Background: an optimization exercise with open tools, aiming at small area, a short achievable clock period and few clock cycles. Do not read the settings as production practice. Power is estimated from default activity; no workload was simulated.

## polyline_uniform_resampler
module polyline_uniform_resampler #(
   parameter int MAX_PER_SEGMENT = plr_pkg::MAX_PER_SEGMENT_DEF,
   parameter int COORD_BITS      = plr_pkg::COORD_BITS_DEF
) (
   input  logic                           clock,
   input  logic                           reset,
   input  logic                           req_tvalid,
   output logic                           req_tready,
   input  logic [plr_pkg::REQ_DATA_W-1:0] req_tdata,   
   input  logic                           req_tlast,   
   output logic                           rsp_tvalid,
   input  logic                           rsp_tready,
   output logic [plr_pkg::RSP_DATA_W-1:0] rsp_tdata,   
   output logic                           rsp_tlast,   
   output logic [plr_pkg::RSP_USER_W-1:0] rsp_tuser,   
   input  logic                           psel,
   input  logic                           penable,
   input  logic                           pwrite,
   input  logic [plr_pkg::CSR_ADDR_W-1:0] paddr,
   input  logic [plr_pkg::CSR_DATA_W-1:0] pwdata,
   output logic [plr_pkg::CSR_DATA_W-1:0] prdata,
   output logic                           pready
);
   localparam int CW = 10;    
   localparam int LW = 21;    
   localparam int DW = 18;    
  ...
Size in the first run: about 3,200 cells after synthesis, about 490 flip-flops, about 150 I/O pins, about 0.031 mm^2 of cells after synthesis.
export LEC_CHECK = 0
export ABC_CLOCK_PERIOD_IN_PS = 3000
export CAP_MARGIN = 20
export CORE_MARGIN = 2
export CORE_UTILIZATION = 40
export SLEW_MARGIN = 20
export TNS_END_PERCENT = 100
create_clock -name core_clock -period 11.0 [get_ports {clock}]
standard.sh (not shown) runs the stock make flow with config.mk's settings and CLKGATE_MAP_FILE= SYNTH_SCRIPT=/design/flow/synth_recipe.tcl, a recipe that flattens the netlist after the stock synthesis.
==> flow/flow/run.sh <==
#!/bin/bash
# The standard layout, with timing repair aiming below the clock period so that the
# achieved period is as short as the repair can make it. Constraints are unchanged.
set -euo pipefail
bash standard.sh SETUP_SLACK_MARGIN=7.5 finish > standard.log 2>&1
The first run went through all stages and came out clean.
Next try:
--- a/flow/design.v
+++ b/flow/design.v
@@ -240,26 +240,25 @@
       end
    end
    logic          srch_ok;
    logic [LW+1:0] x_ok, x_no;
    logic [LW-1:0] c_ok;
    logic [LW-1:0] wb;                      
-   logic [LW-1:0] wb_top;                  
    logic          first_ff;                
    logic [2:0]    k_top;
    logic          n_zero;
    logic [NW-1:0] n_num;
    logic          n2_free;
    logic [LW-1:0] l2_sum;
    logic          n2_skip;
    assign srch_ok = !x_ff[LW+1] && (x_ff[LW:0] >= {1'b0, wb});
    assign x_ok    = x_ff - {2'b00, c_ff[LW-1:1]} - {wb, 1'b0};
    assign x_no    = x_ff + {2'b00, c_ff[LW-1:1]};
    assign c_ok    = {1'b0, c_ff[LW-1:1]} + wb;
    assign n_zero  = x_ff[LW-1:0] < LW'(w_ff);    
-   assign wb_top  = LW'({w_ff, 12'd0} >> {3'd6 - k_top, 1'b0});
+   assign wb      = LW'({w_ff, 12'd0} >> {3'd6 - k2_ff, 1'b0});
    always_comb begin
       if (w_ff[15:9] == '0)       k_top = 3'd6;
       else if (w_ff[15:11] == '0) k_top = 3'd5;
       else if (w_ff[15:13] == '0) k_top = 3'd4;
       else if (w_ff[15] == 1'b0)  k_top = 3'd3;
       else                        k_top = 3'd2;
@@ -372,26 +371,24 @@
       end
       if (n2_load) begin
          x_ff      <= {2'b00, l2_sum};
          c_ff      <= '0;
          n_ff      <= '0;
          k2_ff     <= k_top;
-         wb        <= wb_top;
          first_ff  <= 1'b1;
          m2_x_ff   <= m1_x_ff;
          m2_y_ff   <= m1_y_ff;
          m2_nx_ff  <= m1_nx_ff;
          m2_ny_ff  <= m1_ny_ff;
          m2_fin_ff <= m1_fin_ff;
          m2_zero_ff <= m1_zero_ff;
          m2_bx_ff  <= m1_bx_ff;
          m2_by_ff  <= m1_by_ff;
       end else if (n2_st_ff == N2_SRCH) begin
          k2_ff      <= k2_ff - 3'd1;
          first_ff   <= 1'b0;
-         wb         <= wb >> 2;
          c_ff       <= srch_ok ? c_ok : (c_ff >> 1);
          x_ff       <= srch_ok ? x_ok : x_no;
          n_ff[k2_ff] <= srch_ok && !(first_ff && n_zero);
       end
       if (reset) begin
          b_v_ff <= 1'b0;
Clock power stays flat.
Worst setup slack loses 0.67 ns.
Non-clock buffer count goes up by 124.
Sequential share of layout area goes down by 3.0 points.
Design area goes up by 3.7%.
Synthesized area goes down by 3.4%.
No functional check of the RTL was part of any run of this note.

re-timing with driven ports:
No port has a modelled driver above. Below, the same layouts with a new extraction and two added sets of constraints. Step 1 sets driving cells, clkbuf_16 on the clock port and buf_2 on the other inputs (assumed; they add their load-dependent delay and slew). Step 2 moves the port delays by t, midway between the first and last clock arrival at a register: inputs arrive t later, outputs are due t later. That takes back most of the time a late clock gives input paths. Three values: no drivers, after step 1, after step 2; two values: the first two.
| run | shift t [ns] | slack for setup (ns) | hold slack, ns | clock arrival spread, ns | worst register clock-pin slew, ns |
|---|---|---|---|---|---|
| the first run | 0.667 | 7.531 / 7.474 / 6.948 | 0.412 / 0.412 / 0.412 | 0.035 / 0.035 | 0.07 / 0.07 |
| the second run | 0.683 | 6.857 / 6.857 / 6.854 | 0.401 / 0.401 / 0.401 | 0.028 / 0.028 | 0.07 / 0.07 |
After both steps every run listed still meets setup and hold. For the first run, which loses most, drivers alone change the setup slack by -0.057 ns; drivers and shift together by -0.583 ns.
